Source: an optimization exercise on an open RTL-to-GDS flow (aim: small area, a short achievable clock period and few clock cycles per item). Production flows keep margins and buffers that such runs may drop.
The RTL was checked by simulation tests, not by an equivalence proof against the original design.

==> inputs of job 8336 <==
// accel_tilt_smoother
module accel_tilt_smoother (
    input  logic               aclk,
    input  logic               aresetn,
    input  logic               s_valid,
    output logic               s_ready,
    input  logic signed [15:0] s_accel_x,
    input  logic signed [15:0] s_accel_y,
    input  logic signed [15:0] s_accel_z,
    output logic               m_valid,
    input  logic               m_ready,
    output logic signed [15:0] m_mean_x,
    output logic signed [15:0] m_mean_y,
    output logic signed [15:0] m_mean_z,
    output logic signed [15:0] m_tilt_x,
    output logic signed [15:0] m_tilt_y,
    output logic [7:0]         m_servo_x,
    output logic [7:0]         m_servo_y
);
export LEC_CHECK = 0
export ABC_AREA = 1
export CAP_MARGIN = 20
export CORE_MARGIN = 2
export CORE_UTILIZATION = 40
export SLEW_MARGIN = 20
create_clock -name core_clock -period 10.0 [get_ports {aclk}]
standard.sh (not shown) runs the stock make flow with config.mk's settings and CLKGATE_MAP_FILE= SYNTH_SCRIPT=/design/flow/synth_recipe.tcl, a recipe that flattens the netlist after the stock synthesis.
==> flow/flow/run.sh <==
#!/bin/bash
# Layout flow: the standard layout (standard.sh: the standard synthesis and
# the ORFS steps to finish, same SDC and clock period), with two changes in how
# the layout is made:
#  - the buffers that buffer_ports puts on every input and output port are
#    sky130_fd_sc_hd__buf_2 cells instead of the library's default choice
#  - timing repair works to a 6.6 ns setup margin on the 10 ns clock, so that
#    it speeds up every path slower than 3.4 ns
# make's full output goes to standard.log here; each ORFS step also keeps its
# own log under orfs/logs/.
set -euo pipefail
cd "$(dirname "${BASH_SOURCE[0]}")/.."
export BUFFER_PORTS_ARGS="-buffer_cell sky130_fd_sc_hd__buf_2"
export SETUP_SLACK_MARGIN=6.6
bash standard.sh > standard.log 2>&1
==> inputs of job 1550, as changes to job 8336 <==
--- a/flow/design.v
+++ b/flow/design.v
@@ -874,12 +874,12 @@
     assign deliver     = v[33] && !recirc;
     assign exp_next    = exp_tag + 6'(deliver);
     assign recirc_next = v[32] && !((tag_s32 == exp_next) && room_next);
     assign v[0]    = recirc || entering;
     assign Sx_s0   = recirc ? Sx_s33 : sum_x;
-    assign Sy_s0   = recirc ? Sy_s33 : sum_y;
-    assign Sz_s0   = recirc ? Sz_s33 : sum_z;
+    assign Sy_s0   = recirc ? Sy_s33 : {sum_y[18], sum_y[17:0] ^ {18{sum_y[18]}}};
+    assign Sz_s0   = recirc ? Sz_s33 : {sum_z[18], sum_z[17:0] ^ {18{sum_z[18]}}};
     assign tag_s0  = recirc ? tag_s33 : next_tag;
     always_ff @(posedge aclk) begin
         if (!aresetn) begin
             v[33:1]  <= '0;
             recirc   <= 1'b0;
@@ -890,12 +890,12 @@
             recirc   <= recirc_next;
             next_tag <= next_tag + 6'(entering);
             exp_tag  <= exp_next;
         end
     end
-    wire [17:0] sqa_y = Sy_s1[17:0] ^ {18{Sy_s1[18]}};
-    wire [17:0] sqa_z = Sz_s1[17:0] ^ {18{Sz_s1[18]}};
+    wire [17:0] sqa_y = Sy_s1[17:0];
+    wire [17:0] sqa_z = Sz_s1[17:0];
     wire sqt0_s0 = (sqa_y[0] & sqa_y[15]) ^ (sqa_y[1] & sqa_y[14]);
     wire sqt0_c0 = (sqa_y[0] & sqa_y[15]) & (sqa_y[1] & sqa_y[14]);
     wire sqt0_s1 = (sqa_y[0] & sqa_y[17]) ^ (sqa_y[1] & sqa_y[16]) ^ (sqa_y[2] & sqa_y[15]);
     wire sqt0_c1 = ((sqa_y[0] & sqa_y[17]) & (sqa_y[1] & sqa_y[16])) | ((sqa_y[0] & sqa_y[17]) & (sqa_y[2] & sqa_y[15])) | ((sqa_y[1] & sqa_y[16]) & (sqa_y[2] & sqa_y[15]));
     wire sqt0_s2 = (sqa_y[3] & sqa_y[14]) ^ (sqa_y[4] & sqa_y[13]);
@@ -1940,12 +1940,14 @@
     wire srg2_13 = ~srd2_13[31];
     wire srg3_13 = ~srd3_13[31];
     wire [1:0] srdig_13 = srg3_13 ? 2'd3 : (srg2_13 ? 2'd2 : (srg1_13 ? 2'd1 : 2'd0));
     assign root14_s16 = {root13_s16, srdig_13};
     assign M_s16 = 27'(root14_s16);
-    wire signed [26:0] ca_yi = {Sy_s16, 8'd0};
-    wire signed [26:0] ca_xi = {Sz_s16, 8'd0};
+    wire [18:0] ca_sy = {Sy_s16[18], Sy_s16[17:0] ^ {18{Sy_s16[18]}}};
+    wire [18:0] ca_sz = {Sz_s16[18], Sz_s16[17:0] ^ {18{Sz_s16[18]}}};
+    wire signed [26:0] ca_yi = {ca_sy, 8'd0};
+    wire signed [26:0] ca_xi = {ca_sz, 8'd0};
     wire [27:0] ca_ny = 28'(-$signed(ca_yi));
     wire [27:0] ca_nx = 28'(-$signed(ca_xi));
     assign caz_s16 = (Sy_s16 == 19'd0) && (Sz_s16 == 19'd0);
     always_comb begin
       if (Sz_s16[18]) begin
@@ -2354,13 +2356,16 @@
     wire [31:0] cbc1c = ((cbg0 & cbg1) | (cbg0 & cbg2) | (cbg1 & cbg2)) << 1;
     wire [31:0] cbc2s = cbc1s ^ cbc1c ^ cbg3;
     wire [31:0] cbc2c = ((cbc1s & cbc1c) | (cbc1s & cbg3) | (cbc1c & cbg3)) << 1;
     wire [31:0] cbacc = cbc2s + cbc2c;
     assign ty_s32 = cbz_s32 ? 16'd0 : cbacc[31:16];
-    assign my_s33 = 16'(($signed(Sy_s33) + (Sy_s33[18] ? 19'sd3 : 19'sd4)) >>> 3);
-    assign mz_s33 = 16'(($signed(Sz_s33) + (Sz_s33[18] ? 19'sd3 : 19'sd4)) >>> 3);
-    assign mx_s33 = 16'(($signed(Sx_s33) + (Sx_s33[18] ? 19'sd3 : 19'sd4)) >>> 3);
+    wire [18:0] mnc_my = {Sy_s33[18], Sy_s33[17:0] ^ {18{Sy_s33[18]}}};
+    assign my_s33 = 16'(($signed(mnc_my) + (mnc_my[18] ? 19'sd3 : 19'sd4)) >>> 3);
+    wire [18:0] mnc_mz = {Sz_s33[18], Sz_s33[17:0] ^ {18{Sz_s33[18]}}};
+    assign mz_s33 = 16'(($signed(mnc_mz) + (mnc_mz[18] ? 19'sd3 : 19'sd4)) >>> 3);
+    wire [18:0] mnc_mx = Sx_s33;
+    assign mx_s33 = 16'(($signed(mnc_mx) + (mnc_mx[18] ? 19'sd3 : 19'sd4)) >>> 3);
     wire [21:0] svx_t = 22'($signed(tx_s33));
     wire [21:0] svx_a = svx_t << 5;
     wire [21:0] svx_b = svx_t << 3;
     wire [21:0] svx_c = svx_t << 2;
     wire [21:0] svx_s1 = svx_a ^ svx_b ^ svx_c;
Settings changed: CORE_UTILIZATION 40 to 50, PLACE_DENSITY set to 0.62.
==> qor summary <==
item	job 1550	job 8336
Die height	727 microns	805 microns
Core region area	0.521 sq mm	0.640 sq mm
Status	complete, no violations	complete, no violations
Routed wire length	698000 microns	693000 microns
DP Cell Count	36599	36704
FF+latch count, synth	5488	5509
Pre-CTS setup slack	5720 ps	5360 ps
Capture point of the critical path	m_mean_z[15]	m_tilt_x[3]
Post-layout util	55.9%	45.0%
Part of the Yosys area used for sequential elements	44.2%	45.2%
Count of routing violations after the opening detailed-route iteration	13767	12602
Horiz. Die Dim	727 microns	805 microns
Synth Area in Compound Gates	8.63%	9.19%
GR Layer Usage met3	2.66%	2.31%
Fraction of synthesized cell area in xor and xnor cells	8.91%	9.07%
Multi-input logic portion of the cell area	45.2%	44.4%
Quantity of gates resized following cts	96	82
Ratio of cells with drive above 1 in the final layout	5.25%	5.56%
Clock buffer count in the final layout	732	756
Area share of and/or/nand/nor cells after synthesis	17.6%	16.0%
Testbench counts of job 8336, summed over its fixed seeds: cycles 1,048, items 768.
Testbench counts of job 1550, summed over its fixed seeds: cycles 1,048, items 768.

separate check: timing with driven ports:
How much do the figures lean on ideal ports? The routed layouts below were timed once more, with nothing changed but the port constraints. Step 1 (the two cells are an assumption about what drives the block):
set clk [get_ports {aclk}]
set_driving_cell -lib_cell sky130_fd_sc_hd__clkbuf_16 $clk
set_driving_cell -lib_cell sky130_fd_sc_hd__buf_2 [delete_from_list [all_inputs] $clk]
Step 2 adds t to the input delays and takes it off the output delays; t is the mean of the earliest and latest rising clock arrival at the registers after step 1. Input paths then give back, and output paths get back, about the clock's delay inside the block. a / b / c = ideal ports / drivers / drivers and shift; a / b = the first two.
run	t, ns	setup WS [ns]	worst slew at a driven data input, ns
job 8336	1.183	6.047 / 5.916 / 6.106	0.04
job 1550	1.164	6.180 / 6.062 / 5.712	0.07
After both steps setup and hold are still met in every run listed. For job 1550, which loses most, drivers alone change the setup slack by -0.118 ns; drivers and shift together by -0.468 ns.
